Background: an optimization exercise with open tools, aiming at small area. Do not read the settings as production practice.
Only simulation tests tie the RTL to the original design; equivalence was not proved.
No activity file was given, so power comes from the tool's default toggle rates.

==> design.v <==
`default_nettype none
package game_pkg;
    typedef logic [10:0] coord_t;
    typedef struct packed {
        coord_t top;
        coord_t left;
    } pos_t;
    typedef logic [7:0] life_t;
    localparam logic [9:0] JET_HOME_TOP  = 10'd610;
    localparam logic [9:0] JET_HOME_LEFT = 10'd448;
    localparam logic [9:0] JET_TOP_MIN   = 10'd2;
    localparam logic [9:0] JET_TOP_MAX   = 10'd633;
    localparam logic [9:0] JET_LEFT_MAX  = 10'd896;
    localparam logic [7:0] EN_HOME_TOP  = 8'd38;
    localparam logic [9:0] EN_HOME_LEFT = 10'd340;
    localparam logic [7:0] EN_TOP_MIN   = 8'd34;
    localparam logic [7:0] EN_TOP_MAX   = 8'd200;
    localparam logic [9:0] EN_LEFT_MIN  = 10'd5;
    localparam logic [9:0] EN_LEFT_MAX  = 10'd768;
    localparam logic [7:0] LFSR_SEED    = 8'hff;
    localparam logic [4:0] JET_LIFE_FULL = 5'd25;
    localparam logic [7:0] EN_LIFE_FULL  = 8'd200;
    function automatic logic ult(input logic [11:0] a, input logic [11:0] b);
        logic c;
        c = 1'b0;
        for (int i = 0; i < 12; i++)
            c = (!a[i] && b[i]) || ((!a[i] || b[i]) && c);
        ult = c;
    endfunction
    function automatic logic ule(input logic [11:0] a, input logic [11:0] b);
        logic c;
        c = 1'b1;
        for (int i = 0; i < 12; i++)
            c = (!a[i] && b[i]) || ((!a[i] || b[i]) && c);
        ule = c;
    endfunction
    function automatic logic [11:0] add(input logic [11:0] a, input logic [11:0] b, input logic ci);
        logic c;
        c = ci;
        for (int i = 0; i < 12; i++)
        begin
            add[i] = a[i] ^ b[i] ^ c;
            c = (a[i] && b[i]) || (a[i] && c) || (b[i] && c);
        end
    endfunction
    function automatic logic [11:0] sub(input logic [11:0] a, input logic [11:0] b);
        sub = add(a, ~b, 1'b1);
    endfunction
    function automatic logic [1:0] fa(input logic a, input logic b, input logic c);
        fa = {(a && b) || (a && c) || (b && c), a ^ b ^ c};
    endfunction
    function automatic logic sle(input logic [11:0] a, input logic [11:0] b);
        sle = ule({!a[11], a[10:0]}, {!b[11], b[10:0]});
    endfunction
    function automatic logic slt(input logic [11:0] a, input logic [11:0] b);
        slt = ult({!a[11], a[10:0]}, {!b[11], b[10:0]});
    endfunction
endpackage
`default_nettype wire
`timescale 1ns/1ps
`default_nettype none
module jet_motion (
    input  wire             CLK_Scan,
    input  wire             rst_n,
    input  wire             start,
    input  wire [3:0]       btn,
    output logic [9:0]      jt,
    output logic [9:0]      jl
);
    logic go_up, go_down, go_left, go_right;
    always_comb
    begin
        go_up    = 1'b0;
        go_down  = 1'b0;
        go_left  = 1'b0;
        go_right = 1'b0;
        case (btn)
            4'b1000: go_up    = 1'b1;
            4'b0100: go_down  = 1'b1;
            4'b0010: go_left  = 1'b1;
            4'b0001: go_right = 1'b1;
            4'b1010: begin go_up   = 1'b1; go_left  = 1'b1; end
            4'b1001: begin go_up   = 1'b1; go_right = 1'b1; end
            4'b0110: begin go_down = 1'b1; go_left  = 1'b1; end
            4'b0101: begin go_down = 1'b1; go_right = 1'b1; end
            default: ;
        endcase
    end
    logic        mv_t, mv_l;
    logic [11:0] jt_nx, jl_nx;
    assign mv_t  = (go_up && game_pkg::ult(12'(game_pkg::JET_TOP_MIN), 12'(jt))) ||
                   (go_down && game_pkg::ult(12'(jt), 12'(game_pkg::JET_TOP_MAX)));
    assign mv_l  = (go_left && jl != 10'd0) ||
                   (go_right && game_pkg::ult(12'(jl), 12'(game_pkg::JET_LEFT_MAX)));
    assign jt_nx = game_pkg::add(12'(jt), {{11{go_up && mv_t}}, mv_t}, 1'b0);
    assign jl_nx = game_pkg::add(12'(jl), {{11{go_left && mv_l}}, mv_l}, 1'b0);
    always_ff @(posedge CLK_Scan)
    begin
        if (!rst_n || start)
        begin
            jt <= game_pkg::JET_HOME_TOP;
            jl <= game_pkg::JET_HOME_LEFT;
        end
        else
        begin
            jt <= jt_nx[9:0];
            jl <= jl_nx[9:0];
        end
    end
endmodule
`default_nettype wire
`timescale 1ns/1ps
`default_nettype none
module enemy_motion (
    input  wire             CLK_Scan,
    input  wire             rst_n,
    input  wire             start,
    output logic [7:0]      et,
    output logic [9:0]      el,
    output logic            mv_dn,
    output logic            mv_up,
    output logic [7:0]      et_nx      
);
    logic [7:0] lfsr;
    logic [7:0] lfsr_next;
    logic [6:0] lfsr_cnt;
    logic [8:0] dir_cnt;
    logic [2:0] dir;
    logic       can_down, can_up, can_left, can_right;
    logic       mv_rt, mv_lf;
    assign lfsr_next = {lfsr[0] ^ lfsr[7], lfsr[7], lfsr[6] ^ lfsr[7], lfsr[5] ^ lfsr[7],
                        lfsr[4], lfsr[3] ^ lfsr[7], lfsr[2] ^ lfsr[7], lfsr[1]};
    logic [11:0] et_sum, el_sum, lfsr_cnt_inc, dir_cnt_inc;
    assign can_down  = game_pkg::ult(12'(et), 12'(game_pkg::EN_TOP_MAX));
    assign can_up    = game_pkg::ult(12'(game_pkg::EN_TOP_MIN), 12'(et));
    assign can_left  = game_pkg::ult(12'(game_pkg::EN_LEFT_MIN), 12'(el));
    assign can_right = game_pkg::ult(12'(el), 12'(game_pkg::EN_LEFT_MAX));
    assign et_sum       = 12'(et + {{7{mv_up}}, mv_up || mv_dn});
    assign el_sum       = 12'(game_pkg::add(12'(el), {{11{mv_lf}}, mv_lf || mv_rt}, 1'b0));
    assign et_nx        = et_sum[7:0];
    assign lfsr_cnt_inc = 12'({lfsr_cnt[5:0], !(lfsr_cnt[6] ^ lfsr_cnt[5])});
    assign dir_cnt_inc  = 12'({dir_cnt[7:0], !(dir_cnt[8] ^ dir_cnt[4])});
    always_comb
    begin
        mv_dn = 1'b0;
        mv_up = 1'b0;
        mv_rt = 1'b0;
        mv_lf = 1'b0;
        case (dir)
            3'd0: mv_dn = can_down;
            3'd1: mv_rt = can_right;
            3'd2: mv_up = can_up;
            3'd3: mv_lf = can_left;
            3'd4: begin mv_dn = can_down && can_right; mv_rt = mv_dn; end
            3'd5: begin mv_dn = can_down && can_left;  mv_lf = mv_dn; end
            3'd6: begin mv_up = can_up && can_right;   mv_rt = mv_up; end
            default: begin mv_up = can_up && can_left; mv_lf = mv_up; end
        endcase
    end
    always_ff @(posedge CLK_Scan)
    begin
        if (!rst_n || start)
        begin
            lfsr     <= game_pkg::LFSR_SEED;
            lfsr_cnt <= '0;
        end
        else if (lfsr_cnt == 7'b0010110)
        begin
            lfsr_cnt <= '0;
            lfsr     <= lfsr_next;
        end
        else
            lfsr_cnt <= lfsr_cnt_inc[6:0];
    end
    always_ff @(posedge CLK_Scan)
    begin
        if (!rst_n || start)
        begin
            et      <= game_pkg::EN_HOME_TOP;
            el      <= game_pkg::EN_HOME_LEFT;
            dir_cnt <= '0;
            dir     <= 3'd0;
        end
        else
        begin
            if (dir_cnt == 9'b001000011)
            begin
                dir_cnt <= '0;
                dir     <= {lfsr[3], lfsr[6], lfsr[2]};
            end
            else
                dir_cnt <= dir_cnt_inc[8:0];
            et <= et_nx;
            el <= el_sum[9:0];
        end
    end
endmodule
`default_nettype wire
`timescale 1ns/1ps
`default_nettype none
module shot_volley (
    input  wire             CLK_Scan,
    input  wire             rst_n,
    input  wire             start,
    input  wire [9:0]       jt,
    input  wire [9:0]       jl,
    input  wire [9:0]       el,
    input  wire [7:0]       et_nx,
    input  wire             mv_dn,
    input  wire             mv_up,
    output logic [2:0]      enemy_hits
);
    localparam int N = 6;
    logic [9:0]          vol_cnt;
    logic [11:0]         vol_inc;
    logic                launch;
    logic [N-1:0]        live;
    logic [N-1:0][9:0]   d;
    logic [N-1:0][9:0]   lft;
    logic [N-1:0]        hit;
    logic [N-1:0]        nlive;
    logic [N-1:0][9:0]   nd;
    logic [1:0]          step;
    logic [11:0]         d0;
    logic [11:0]         hlo;
    logic [11:0]         hhi;
    logic [2:0]          hit_sum;
    always_comb
    begin
        case (vol_cnt)
            10'b0111110011, 10'b0000001110, 10'b0100100011, 10'b0011111101, 10'b0101011011,
            10'b1011010100, 10'b1001011100, 10'b1000110011, 10'b1100101000,
            10'b0101100100: launch = 1'b1;
            default: launch = 1'b0;
        endcase
    end
    assign vol_inc = 12'({vol_cnt[8:0], !(vol_cnt[9] ^ vol_cnt[6])});
    assign step = {mv_dn, !mv_dn && !mv_up};
    assign d0   = 12'(jt) - 12'(et_nx);
    assign hlo  = 12'(el) - 12'd69;
    assign hhi  = 12'(el) + 12'd194;
    always_comb
    begin
        for (int n = 0; n < N; n++)
        begin
            logic [11:0] dd;
            hit[n] = live[n] && game_pkg::ule(12'(d[n]), 12'd223) &&
                     (hlo[11] || game_pkg::ule(hlo, 12'(lft[n]))) &&
                     game_pkg::ule(12'(lft[n]), hhi);
            dd       = game_pkg::sub(12'(d[n]), 12'(step));
            nd[n]    = dd[9:0];
            nlive[n] = live[n] && !hit[n] && !dd[11];
        end
    end
    always_comb
    begin
        logic [1:0] a0, a1, a2;
        a0 = game_pkg::fa(hit[0], hit[1], hit[2]);
        a1 = game_pkg::fa(hit[3], hit[4], hit[5]);
        a2 = game_pkg::fa(a0[1], a1[1], a0[0] && a1[0]);
        hit_sum = {a2, a0[0] ^ a1[0]};
    end
    always_ff @(posedge CLK_Scan)
    begin
        if (!rst_n || start)
        begin
            vol_cnt    <= '0;
            enemy_hits <= '0;
            live       <= '0;
        end
        else
        begin
            vol_cnt    <= (vol_cnt == 10'b0101100100) ? '0 : vol_inc[9:0];
            enemy_hits <= hit_sum;
            if (launch)
                live <= {nlive[N-2:0], !d0[11]};
            else
                live <= nlive;
        end
    end
    always_ff @(posedge CLK_Scan)
    begin
        if (launch)
        begin
            d[0]   <= d0[9:0];
            lft[0] <= jl;
            for (int n = 1; n < N; n++)
            begin
                d[n]   <= nd[n-1];
                lft[n] <= lft[n-1];
            end
        end
        else
            d <= nd;
    end
endmodule
`default_nettype wire
`timescale 1ns/1ps
`default_nettype none
module enemy_barrage (
    input  wire             CLK_Scan,
    input  wire             rst_n,
    input  wire             start,
    input  wire [7:0]       et,
    input  wire [9:0]       el,
    input  wire [9:0]       jt,
    input  wire [9:0]       jl,
    output logic [9:0]      jet_hits     
);
    logic [9:0]         c;
    logic [2:0]         pat;
    logic               stream;
    logic               pat_end;
    logic [4:0][8:0]    top;     
    logic [4:0][9:0]    lft;
    logic [8:0]         live;
    logic [4:0]         s_spawn;
    logic               p_spawn;
    logic [4:0]         load;
    logic [8:0]         hit;
    logic [4:0]         gone;
    logic [8:0]         nlive;
    logic [9:0]         hit_sum;
    logic [11:0]        vlo, vhi, hlo, hhi;
    logic [11:0]        pm, qq;
    logic [11:0]        m1, m2, m3, m4;
    logic [11:0]        c_inc;
    assign stream  = pat < 3'd2;
    assign pat_end = stream ? (c == 10'd750) : (c == 10'd249);
    assign p_spawn = !stream && c == 10'd1023;
    assign c_inc   = game_pkg::add(12'(c), 12'd0, 1'b1);
    always_comb
    begin
        for (int i = 0; i < 5; i++)
            s_spawn[i] = stream && (c == 10'((i + 1) * 50) || c == 10'((i + 6) * 50));
        load = s_spawn | {4'b0000, p_spawn};
    end
    always_comb
    begin
        vlo = 12'(jt) - 12'd231;
        vhi = (jt > 10'd602) ? 12'd506 : 12'(jt) - 12'd96;
        hlo = (jl < 10'd37) ? 12'd6 : 12'(jl) - 12'd31;
        hhi = (jl > 10'd864) ? 12'd991 : 12'(jl) + 12'd127;
        pm  = hlo - 12'(lft[0]) - 12'd1;
        qq  = hhi - 12'(lft[0]);
        m1  = 12'(c[7:0]);
        m2  = {3'b000, c[7:0], 1'b0};
        m3  = game_pkg::add(12'(c[7:0]), {3'b000, c[7:0], 1'b0}, 1'b0);
        m4  = {2'b00, c[7:0], 2'b00};
    end
    logic [4:0] vok, vup, hin;
    always_comb
    begin
        for (int i = 0; i < 5; i++)
        begin
            vok[i]  = game_pkg::sle(vlo, 12'(top[i]));
            vup[i]  = game_pkg::sle(12'(top[i]), vhi);
            hin[i]  = game_pkg::ule(hlo, 12'(lft[i])) && game_pkg::ule(12'(lft[i]), hhi);
            gone[i] = !vup[i];
        end
    end
    always_comb
    begin
        logic vin0;
        logic [8:0] hp;
        vin0 = vok[0] && vup[0];
        hp[0] = hin[0];
        begin
            logic       w_r, w_l;
            logic [11:0] ba, bb;
            logic [4:1] ca, cb;
            w_r = !pm[11];
            w_l = qq[11];
            ba  = w_r ? pm : (w_l ? ~qq : ~pm);
            bb  = w_l ? ~pm : qq;
            ca[1] = game_pkg::ule(m1, ba);
            cb[1] = game_pkg::ule(m1, bb);
            ca[2] = game_pkg::ule(m2, ba);
            cb[2] = game_pkg::ule(m2, bb);
            ca[3] = game_pkg::ule(m3, ba);
            cb[3] = game_pkg::ule(m3, bb);
            ca[4] = game_pkg::ule(m4, ba);
            cb[4] = game_pkg::ule(m4, bb);
            for (int k = 1; k <= 4; k++)
            begin
                hp[2 * k - 1] = (w_l || w_r) ? (w_r && !ca[k] && cb[k]) : cb[k];
                hp[2 * k]     = (w_l || w_r) ? (w_l && !ca[k] && cb[k]) : ca[k];
            end
        end
        for (int j = 0; j < 5; j++)
        begin
            if (stream)
                hit[j] = live[j] && !pat_end && vok[j] && vup[j] && hin[j];
            else
                hit[j] = live[j] && !pat_end && vin0 && hp[j];
        end
        for (int j = 5; j < 9; j++)
            hit[j] = live[j] && !pat_end && vin0 && hp[j];
        hit_sum = {hit[0] && !stream, hit};
        for (int j = 0; j < 5; j++)
            nlive[j] = stream ? (s_spawn[j] || (live[j] && !hit[j] && !gone[j]))
                              : (p_spawn || (live[j] && !hit[j] && !gone[0]));
        for (int j = 5; j < 9; j++)
            nlive[j] = !stream && (p_spawn || (live[j] && !hit[j] && !gone[0]));
    end
    always_ff @(posedge CLK_Scan)
    begin
        if (!rst_n || start)
        begin
            c        <= '0;
            pat      <= 3'd0;
            jet_hits <= '0;
            live     <= '0;
        end
        else
        begin
            jet_hits <= hit_sum;
            if (pat_end)
            begin
                pat  <= (pat == 3'd5) ? 3'd0 : pat + 3'd1;
                c    <= (pat == 3'd5 || pat == 3'd0) ? 10'd0 : 10'd873;
                live <= '0;
            end
            else
            begin
                c    <= c_inc[9:0];
                live <= nlive;
            end
        end
    end
    logic [11:0]     t_spawn, l_spawn;
    logic [4:0][8:0] t_step;
    assign t_spawn = 12'(et);
    assign l_spawn = game_pkg::add(12'(el), 12'd116, 1'b0);
    always_comb
    begin
        for (int i = 0; i < 5; i++)
        begin
            logic [11:0] t;
            t = game_pkg::add(12'(top[i]), 12'd2, 1'b0);
            t_step[i] = t[8:0];
        end
    end
    always_ff @(posedge CLK_Scan)
    begin
        for (int i = 0; i < 5; i++)
        begin
            if (load[i])
            begin
                top[i] <= t_spawn[8:0];
                lft[i] <= l_spawn[9:0];
            end
            else
                top[i] <= t_step[i];
        end
    end
endmodule
`default_nettype wire
`timescale 1ns/1ps
`default_nettype none
module life_tracker (
    input  wire             CLK_Scan,
    input  wire             rst_n,
    input  wire             start,
    input  wire [2:0]       enemy_hits,
    input  wire [9:0]       jet_hits,     
    output logic [4:0]      jet_life,
    output logic [7:0]      enemy_life,
    output logic            over,
    output logic            result     
);
    logic [11:0] jd, ed;
    logic [3:0]  jet_hit_cnt;
    always_comb
    begin
        logic [1:0] a0, a1, a2, a3, a4, a5;
        logic       b0;
        a0 = game_pkg::fa(jet_hits[0], jet_hits[1], jet_hits[2]);
        a1 = game_pkg::fa(jet_hits[3], jet_hits[4], jet_hits[5]);
        a2 = game_pkg::fa(jet_hits[6], jet_hits[7], jet_hits[8]);
        a3 = game_pkg::fa(a0[0], a1[0], a2[0]);
        b0 = a3[0] ^ jet_hits[9];
        a4 = game_pkg::fa(a0[1], a1[1], a2[1]);
        a5 = game_pkg::fa(a4[0], a3[1], a3[0] && jet_hits[9]);
        jet_hit_cnt = {a4[1] && a5[1], a4[1] ^ a5[1], a5[0], b0};
    end
    assign jd = game_pkg::sub(12'(jet_life), 12'(jet_hit_cnt));
    assign ed = game_pkg::sub(12'(enemy_life), 12'(enemy_hits));
    assign result = over && enemy_life == '0;
    always_ff @(posedge CLK_Scan)
    begin
        if (!rst_n || start)
        begin
            jet_life   <= game_pkg::JET_LIFE_FULL;
            enemy_life <= game_pkg::EN_LIFE_FULL;
            over       <= 1'b0;
        end
        else
        begin
            if (jet_life != '0 && enemy_life != '0)     
            begin
                jet_life   <= jd[11] ? 5'd0 : jd[4:0];
                enemy_life <= ed[11] ? 8'd0 : ed[7:0];
            end
            if (jet_life == '0 || enemy_life == '0)
                over <= 1'b1;
        end
    end
endmodule
`default_nettype wire
`timescale 1ns/1ps
`default_nettype none
module game_core (
    input  wire                   CLK_Scan,
    input  wire                   rst_n,
    input  wire                   start,
    input  wire [3:0]             btn,
    output wire [21:0]            jet_pos,
    output wire [21:0]            enemy_pos,
    output wire [7:0]             jet_life,
    output wire [7:0]             enemy_life,
    output wire                   over,
    output wire                   result
);
    logic [9:0] jt, jl, el;
    logic [7:0] et;
    logic       mv_dn, mv_up;
    logic [7:0] et_nx;
    logic [2:0] enemy_hits;     
    logic [9:0] jet_hits;     
    logic [4:0] jlife;
    assign jet_pos   = {1'b0, jt, 1'b0, jl};
    assign enemy_pos = {3'b000, et, 1'b0, el};
    assign jet_life  = {3'b000, jlife};
    jet_motion u_jet (
        .CLK_Scan (CLK_Scan),
        .rst_n    (rst_n),
        .start    (start),
        .btn      (btn),
        .jt       (jt),
        .jl       (jl)
    );
    enemy_motion u_enemy (
        .CLK_Scan (CLK_Scan),
        .rst_n    (rst_n),
        .start    (start),
        .et       (et),
        .el       (el),
        .mv_dn    (mv_dn),
        .mv_up    (mv_up),
        .et_nx    (et_nx)
    );
    shot_volley u_volley (
        .CLK_Scan   (CLK_Scan),
        .rst_n      (rst_n),
        .start      (start),
        .jt         (jt),
        .jl         (jl),
        .el         (el),
        .et_nx      (et_nx),
        .mv_dn      (mv_dn),
        .mv_up      (mv_up),
        .enemy_hits (enemy_hits)
    );
    enemy_barrage u_barrage (
        .CLK_Scan (CLK_Scan),
        .rst_n    (rst_n),
        .start    (start),
        .et       (et),
        .el       (el),
        .jt       (jt),
        .jl       (jl),
        .jet_hits (jet_hits)
    );
    life_tracker u_life (
        .CLK_Scan   (CLK_Scan),
        .rst_n      (rst_n),
        .start      (start),
        .enemy_hits (enemy_hits),
        .jet_hits   (jet_hits),
        .jet_life   (jlife),
        .enemy_life (enemy_life),
        .over       (over),
        .result     (result)
    );
endmodule
`default_nettype wire
==> flow/run.sh <==
#!/bin/bash
# Own layout flow: the standard flow (standard.sh) with these changes:
# - synthesis: the standard script (synth_recipe.tcl: same passes, flattening, renaming and
#   registers), except that Yosys does not lock adders into full/half-adder cells before
#   ABC (ADDER_MAP_FILE empty) and ABC maps with flow/abc_area.script;
# - port buffers are the smallest buffer, buf_1 (every port is still buffered);
# - clock tree: larger sink clusters and no dummy loads.
# Every other step is standard.sh unchanged. Each make run logs to its own file here;
# ORFS's step logs are under orfs/logs.
set -euo pipefail
W=$(pwd)
rm -rf "$W/scripts_abc"
cp -r "$FLOW_HOME/scripts" "$W/scripts_abc"
cp "$W/flow/abc_area.script" "$W/scripts_abc/abc_area.script"
bash standard.sh SCRIPTS_DIR="$W/scripts_abc" ADDER_MAP_FILE= synth > "$W/make_synth.log" 2>&1
bash standard.sh \
  "BUFFER_PORTS_ARGS=-buffer_cell sky130_fd_sc_hd__buf_1" \
  "CTS_ARGS=-sink_clustering_enable -repair_clock_nets -sink_clustering_size 28 -sink_clustering_max_diameter 80 -dont_use_dummy_load" \
  > "$W/make_layout.log" 2>&1
==> flow/abc_area.script <==
strash
&get -n
&fraig -x
&put
scorr
dc2
strash
&get -n
&dch -f
&nf {D}
&put
&get -n
&dch -f
&nf {D}
&put
&get -n
&dch -f
&nf -R 100 {D}
&put
buffer -c
topo
stime -c
dnsize -c
==> standard.sh <==
#!/bin/bash
# synth_recipe.tcl (not shown) runs the flow's synth.tcl, then flattens the netlist and writes it again
# the make line also repeats each setting of config.mk as NAME=value (left out here)
make -C /OpenROAD-flow-scripts/flow DESIGN_CONFIG=/design/flow/config.mk WORK_HOME=/design/flow/orfs CLKGATE_MAP_FILE= SYNTH_SCRIPT=/design/flow/synth_recipe.tcl "${@:-finish}"
==> config.mk <==
export PLATFORM = sky130hd
export DESIGN_NAME = game_core
export DESIGN_NICKNAME = game_core
export VERILOG_FILES = /design/flow/design.v
export SDC_FILE = /design/flow/constraint.sdc
export NUM_CORES = 4
export LEC_CHECK = 0
export ABC_AREA = 1
export CAP_MARGIN = 0
export CORE_MARGIN = 2
export CORE_UTILIZATION = 65
export SLEW_MARGIN = 0
==> constraint.sdc <==
create_clock -name core_clock -period 7.5 [get_ports {CLK_Scan}]
set_input_delay 1.5000 -clock core_clock [delete_from_list [all_inputs] [get_ports {CLK_Scan}]]
set_output_delay 1.5000 -clock core_clock [all_outputs]
set_load 0.01 [all_outputs]
==> flow_summary.json, run 1 <==
{
  "power_density_mw_per_mm2": 194,
  "slowest_stage": "maj3_1",
  "worst-path-max-fanout": 17,
  "hpwlAfterDp_um": 38100,
  "ir_drop_mv": 0.207,
  "insertion_delay_ps": 550,
  "dieArea_mm2": 0.0316,
  "seqCellArea_mm2": 0.00806,
  "leakage_nw": 7.19,
  "multi_input_area_mm2": 0.0109,
  "cp.arrival_ps": 7500,
  "syn_to_final_growth_pct": 4.54,
  "cp_slowest_stage_delay_ps": 400,
  "yosysWarningCount": 5,
  "maxSlewHeadroom": 0.262,
  "syn-mean-instance-area_um2": 8.57,
  "ys_seq_area_frac": 0.410,
  "ios": 69,
  "grt_use_total": 0.328,
  "worstMarginPinSlew_ps": 1100,
  "gp_congestion": 0.959,
  "final.setup_skew_ps": 64.7,
  "cts_tree": "done",
  "grt_pass1_wl_um": 83400,
  "h-tree-depth": 1,
  "die_h_um": 178,
  "clkTransAtPathRegs_ps": 110,
  "ctsLongestPathBuffers": 3,
  "setup_viol": 0,
  "portBuffers": 59,
  "cts_hold_buf": 0,
  "cts_sinks": 345,
  "drc": 0,
  "core_mm2": 0.0297,
  "hold_viol": 0,
  "start_util": 0.661,
  "num_vias": 17500,
  "rows": 63,
  "power_mw": 3.99,
  "final_max_slew_viol_count": 0,
  "outcome": "timing/DRC/antenna clean",
  "antenna_found_initial": 0,
  "rsz0062_at_grt": "false",
  "tns_ps": 0,
  "placedCellCount": 2628,
  "n_fill_cell": 2400,
  "fin_ws_ps": 472,
  "fp.dieW_um": 178,
  "drt_iter0_drc": 1815,
  "grt_max_degree": 81,
  "synthFlopType": "dfxtp_1",
  "critPathKind": "flip-flop to flip-flop",
  "dr.pass1.iters": 7,
  "dp_slack_ps": 487,
  "cts_buffers": 18,
  "root_buffer": "clkbuf_16",
  "final_nets": 2265,
  "hp-class": "flip-flop to flip-flop",
  "wl_per_cell_um": 20.0,
  "via_per_inst": 6.62,
  "final_core_util": 0.691,
  "drive_gt1_frac": 0.0417,
  "async_reset_ff_frac": 0,
  "min_period_ps": 7030,
  "cp-start-kind": "flip-flop",
  "maxCapViolations": 0,
  "antenna_cells": 0,
  "netlist_instances": 2293,
  "grt_pass1_vias": 16000,
  "fmax_ghz": 0.142,
  "grt_overflow": 0,
  "synth_area_mm2": 0.0196,
  "synth-edff-count": 115,
  "fin_cells": 2646,
  "ys_ff_latch": 345,
  "end_kind": "flip-flop",
  "min_period_over_period": 0.937,
  "crit_required_ps": 7970,
  "routed_wl_um": 53000,
  "ant_nets": 0,
  "synth.distinct_cells": 64
}
[per-stage QoR]
step / hold WS [ps] / instance area, um2
after floorplan: 418 / 19700
after global placement: 421 / 20100
after detailed placement: 429 / 20100
after CTS: 448 / 20500
after global routing: 482 / 20500
final: 445 / 20500
[registers in the layout (all words and copies together) (netlist names), 7 cells and up]
register	flops
u_volley.vol_cnt	10
u_enemy.lfsr	8
u_barrage.jet_hits	10
u_barrage.lft	50
u_life.enemy_life	8
u_enemy.et	8
u_enemy.lfsr_cnt	7
u_jet.jl	10
u_jet.jt	10
u_barrage.top	45
u_barrage.live	9
u_enemy.el	10
u_enemy.dir_cnt	9
u_barrage.c	10
u_volley.lft	60
u_volley.d	60
[timing repair]
item                                    CTS  global route
setup buffers                             0             0
endpoints found under the setup margin    0             2
resized for setup                         0            13
[layer usage]
metal	share of wire	GRT usage	vias up
met1	0.43	0.431	8371
met2	0.48	0.561	641
met5	0	0	-
met4	0.032	0.112	0
li1	-	-	8411
met3	0.061	0.0383	98
[final cells by class]
| cell class | count | share of cell area |
|---|---|---|
| multi-input cells | 1771 | 0.533 |
| well taps | 390 | 0.0238 |
| clock buffers | 18 | 0.0219 |
| repair buffers | 94 | 0.0236 |
| inverters | 28 | 0.00518 |
| flip-flops and latches | 345 | 0.393 |
[layout by cell type, fill, tap and decap left out, types with 11 or more instances in the layout]
master and n:
or3_1 12, nor3_1 38, o31ai_1 13, nand2b_1 35
o22a_1 11, buf_1 59, nand2_1 181, inv_1 27
nand3_1 39, o22ai_1 102, nor4_1 19, a221oi_1 35
dfxtp_1 225, maj3_1 46, xnor2_1 113, and2_1 38
a21oi_1 187, xor2_1 90, o221ai_1 30, nor2b_1 36
o21a_1 20, buf_4 35, nor2_1 192, mux2i_1 34
nand4_1 15, edfxtp_1 115, or2_2 18, a22oi_1 87
o21ai_0 209, and3_1 26, a31oi_1 20, clkbuf_16 18
[where the power goes]
part / leakage [nW] / internal [mW] / total (mW) / switching [mW]
logic: 4.05 / 0.315 / 0.772 / 0.457
clock network: 0.222 / 0.431 / 1.02 / 0.584
registers: 2.92 / 2.06 / 2.21 / 0.145
[worst max-delay path, delay by kind of cell (launching register included)]
| kind | cells | cell delay [ps] |
|---|---|---|
| AO/OA/AOI/OAI | 18 | 2980 |
| adder cells (fa/ha/maj) | 4 | 1600 |
| AND/OR/NAND/NOR | 9 | 1430 |
| buffers and inverters | 3 | 610 |
| flip-flops | 1 | 330 |
[final timing paths]
kind / cells after the start / from / slack, ps / end
hold reg to reg: 2 / u_barrage.live[7] / 450 / u_barrage.jet_hits[7]
setup reg to reg: 34 / u_jet.jl[7] / 470 / u_barrage.live[3]
setup / recovery: 34 / u_jet.jl[7] / 470 / u_barrage.live[3]
hold / removal: 2 / u_barrage.live[7] / 450 / u_barrage.jet_hits[7]
[synthesized netlist by cell type, drive strengths merged (18+ instances only)]
cell type / n / area, um2
a31oi: 20 / 125
xnor2: 113 / 990
nand2b: 36 / 225
o21a: 21 / 158
mux2i: 34 / 340
xor2: 90 / 788
nand3: 39 / 195
a221oi: 35 / 307
o22ai: 102 / 638
o221ai: 30 / 263
a22oi: 87 / 653
maj3: 46 / 460
a21oi: 189 / 946
and3: 26 / 163
or2: 18 / 113
o21ai: 219 / 1100
nor3: 41 / 205
nor2: 192 / 721
nor4: 22 / 138
clkbuf: 127 / 477
edfxtp: 115 / 3450
dfxtp: 230 / 4600
nor2b: 37 / 231
buf: 30 / 163
inv: 28 / 105
nand2: 181 / 679
and2: 38 / 238
[cells by family after synthesis]
logic type | share of synthesized area
DFF | 0.410
xor gates and xnor gates | 0.0905
AOI/OAI and AO/OA | 0.258
adders and majority gates | 0.0234
buffers and inverters | 0.0379
and+or+nand+nor | 0.163
other | 0.000191
muxes | 0.0173
==> run 2, diff against run 1 <==
--- a/flow/abc_area.script
+++ b/flow/abc_area.script
@@ -16,4 +16,8 @@
 &get -n
 &dch -f
+&nf {D}
+&put
+&get -n
+&dch -f
 &nf -R 100 {D}
 &put
==> run 2 against run 1 <==
  * Die area shrank 0.19%
  * Critical endpoint is now u_barrage.live[5]
  * Highest routed layer unchanged
  * Worst setup slack gained 45 ps
  * Final area fell by 0.30%
  * Register-to-register slack improved by 50 ps
==> flow_summary.json, run 2 <==
{
  "synth_area_mm2": 0.0196,
  "grt_use_total": 0.307,
  "syn_to_final_growth_pct": 4.44,
  "grt_overflow": 0,
  "cts_tree": "done",
  "rsz0062_at_grt": "false",
  "die_h_um": 178,
  "fmax_ghz": 0.143,
  "ctsLongestPathBuffers": 3,
  "start_util": 0.661,
  "clkTransAtPathRegs_ps": 100,
  "tns_ps": 0,
  "ios": 69,
  "power_density_mw_per_mm2": 193,
  "synth-edff-count": 115,
  "netlist_instances": 2278,
  "startpoint": "u_jet.jl[5]",
  "fin_cells": 2634,
  "layout_common_cells": "dfxtp_1 (224), nor2_1 (210), o21ai_0 (189)",
  "worstMarginPinSlew_ps": 1160,
  "reg2reg_depth": 30,
  "hpwlAfterDp_um": 35600,
  "rr_startpoint": "u_jet.jl[5]",
  "ys_seq_area_frac": 0.411,
  "slowest_stage": "dfxtp_1",
  "fp.dieW_um": 178,
  "via_per_inst": 6.60,
  "drc": 0,
  "drive_gt1_frac": 0.0374,
  "insertion_delay_ps": 530,
  "synthFlopType": "dfxtp_1",
  "ir_drop_mv": 0.197,
  "num_vias": 17400,
  "final_max_slew_viol_count": 0,
  "stdcell_area_mm2": 0.0205,
  "maxCapViolations": 0,
  "post_dp_cell_area_mm2": 0.0200,
  "final_nets": 2253,
  "antenna_cells": 0,
  "reg_top3": "u_volley.d (60), u_volley.lft (60), u_barrage.lft (50)",
  "ant_nets": 0,
  "crit_required_ps": 7880,
  "yosysTopAreaCell": "dfxtp_1",
  "critPathKind": "flip-flop to flip-flop",
  "grt_pass1_vias": 15500,
  "cp-start-kind": "flip-flop",
  "hold_viol": 0,
  "reg2reg_slack_ps": 520,
  "dr.pass1.iters": 5,
  "cp.arrival_ps": 7370,
  "placedCellCount": 2616,
  "grt_pass1_wl_um": 79300,
  "wl_per_cell_um": 18.9,
  "leakage_nw": 7.13,
  "postCtsSetupRepairBufs": 0,
  "synth.distinct_cells": 70,
  "end_kind": "flip-flop",
  "endpoint": "u_barrage.live[5]",
  "grt_max_degree": 89,
  "async_reset_ff_frac": 0,
  "cp_slowest_stage_delay_ps": 610,
  "min_period_over_period": 0.931,
  "portBuffers": 59,
  "dieArea_mm2": 0.0316,
  "drt_iter0_drc": 1427,
  "cts_buffers": 18,
  "yosysWarningCount": 5,
  "maxSlewHeadroom": 0.223,
  "rows": 63,
  "syn-mean-instance-area_um2": 8.60,
  "outcome": "timing/DRC/antenna clean",
  "worst-path-max-fanout": 15,
  "ys_ff_latch": 345,
  "synth_common_cells": "dfxtp_1 (230), nor2_1 (211), o21ai_0 (190)",
  "core_mm2": 0.0296,
  "cts_sinks": 345,
  "h-tree-depth": 1,
  "min_period_ps": 6980,
  "yosysMostFrequentCell": "dfxtp_1",
  "final.setup_skew_ps": 60.9,
  "final_common_cell": "dfxtp_1",
  "synthTopCellsByArea": "dfxtp_1 (23%), edfxtp_1 (18%), xnor2_1 (5.4%)",
  "power_mw": 3.95,
  "hp-class": "flip-flop to flip-flop",
  "reg2reg_to": "u_barrage.live[5]",
  "antenna_found_initial": 0,
  "yosys.area.top_type_share": 0.235,
  "gp_congestion": 0.896,
  "setup_viol": 0,
  "routed_wl_um": 49700,
  "root_buffer": "clkbuf_16"
}
## run 2: kinds of logic after synthesis
group                      Yosys count  share of synthesized area
muxes                               43                     0.0220
xor gates and xnor gates           205                     0.0916
adders and majority gates           40                     0.0204
DFF                                345                      0.411
other                                1                   0.000191
buffers and inverters              185                     0.0384
AOI/OAI and AO/OA                  798                      0.257
and+or+nand+nor                    661                      0.160
## run 2: layout make-up
| type | instances | area [um2] |
|---|---|---|
| multi-input combinational | 1756 | 10900 |
| fill | 2421 | 9170 |
| sequential | 345 | 8070 |
| tap | 390 | 488 |
| timing repair buffer | 91 | 462 |
| clock buffer | 18 | 450 |
| inverter | 34 | 128 |
## run 2: timing repair
action                                  CTS  global route
hold buffers                              0             0
gates resized for setup                   0            12
endpoints found under the setup margin    0            11
## run 2: power breakdown
| part | switching (mW) | internal (mW) | total [mW] |
|---|---|---|---|
| Clock | 0.584 | 0.432 | 1.02 |
| Sequential | 0.137 | 2.06 | 2.20 |
| Combinational | 0.431 | 0.307 | 0.738 |
| Total | 1.15 | 2.80 | 3.95 |
## run 2: routing by layer
| layer | global-route usage | routed length (um) | vias up |
|---|---|---|---|
| met5 | 0 | 0 | - |
| met4 | 0.0693 | 1110 | 0 |
| met3 | 0.0261 | 3060 | 67 |
| met2 | 0.530 | 23900 | 638 |
| met1 | 0.421 | 21600 | 8312 |
| li1 | - | - | 8367 |
## run 2: worst max-delay path: cells and delay by family, from the launching register on
| family | cells | cell delay, ps |
|---|---|---|
| AND/OR/NAND/NOR | 8 | 1790 |
| buffers and inverters | 3 | 340 |
| AO/OA/AOI/OAI | 13 | 2090 |
| adder cells (fa/ha/maj) | 6 | 1990 |
| flip-flops | 1 | 610 |
## run 2: worst min path at each step
stage	to	startpoint	slack, ps	cells past startpoint
2_1_floorplan	u_volley.lft[10]	u_volley.lft[0]	420	0
3_5_place_dp	u_volley.lft[30]	u_volley.lft[20]	430	0
6_report	u_volley.lft[10]	u_volley.lft[0]	440	0
5_1_grt	u_volley.lft[10]	u_volley.lft[0]	450	0
3_3_place_gp	u_volley.lft[20]	u_volley.lft[10]	420	0
4_1_cts	u_volley.lft[10]	u_volley.lft[0]	450	0
## run 2: metrics by stage
stage | hold WS [ps] | utilization | worst slack (ps)
6_report | 443 | 0.691 | 517
5_1_grt | 453 | 0.691 | 6.80
4_1_cts | 448 | 0.690 | 396
3_5_place_dp | 431 | 0.675 | 383
3_3_place_gp | 423 | 0.675 | 639
2_1_floorplan | 418 | - | 935

-- afterwards: timing with drivers on the ports --
Ports are ideal in the flow. The routed layouts listed here were re-timed in OpenROAD.
Step 1, drivers: a clkbuf_16 drives CLK_Scan and a buf_2 each remaining input, both assumed.
Step 2 times the ports against the registers' clock, not the clock port: input delays grow and output delays shrink by t, the midpoint of the rising clock arrivals with the driver on.
Three values: no drivers, after step 1, after step 2; two values: the first two.
run | t, ns | setup slack, ns | worst setup path after step 2 | worst slew at a driven data input, ns
run 1 | 0.573 | 0.472 / 0.472 / 0.472 | register to register | 0.03
run 2 | 0.555 | 0.517 / 0.517 / 0.517 | register to register | 0.03
After both steps setup and hold are still met in every run listed.
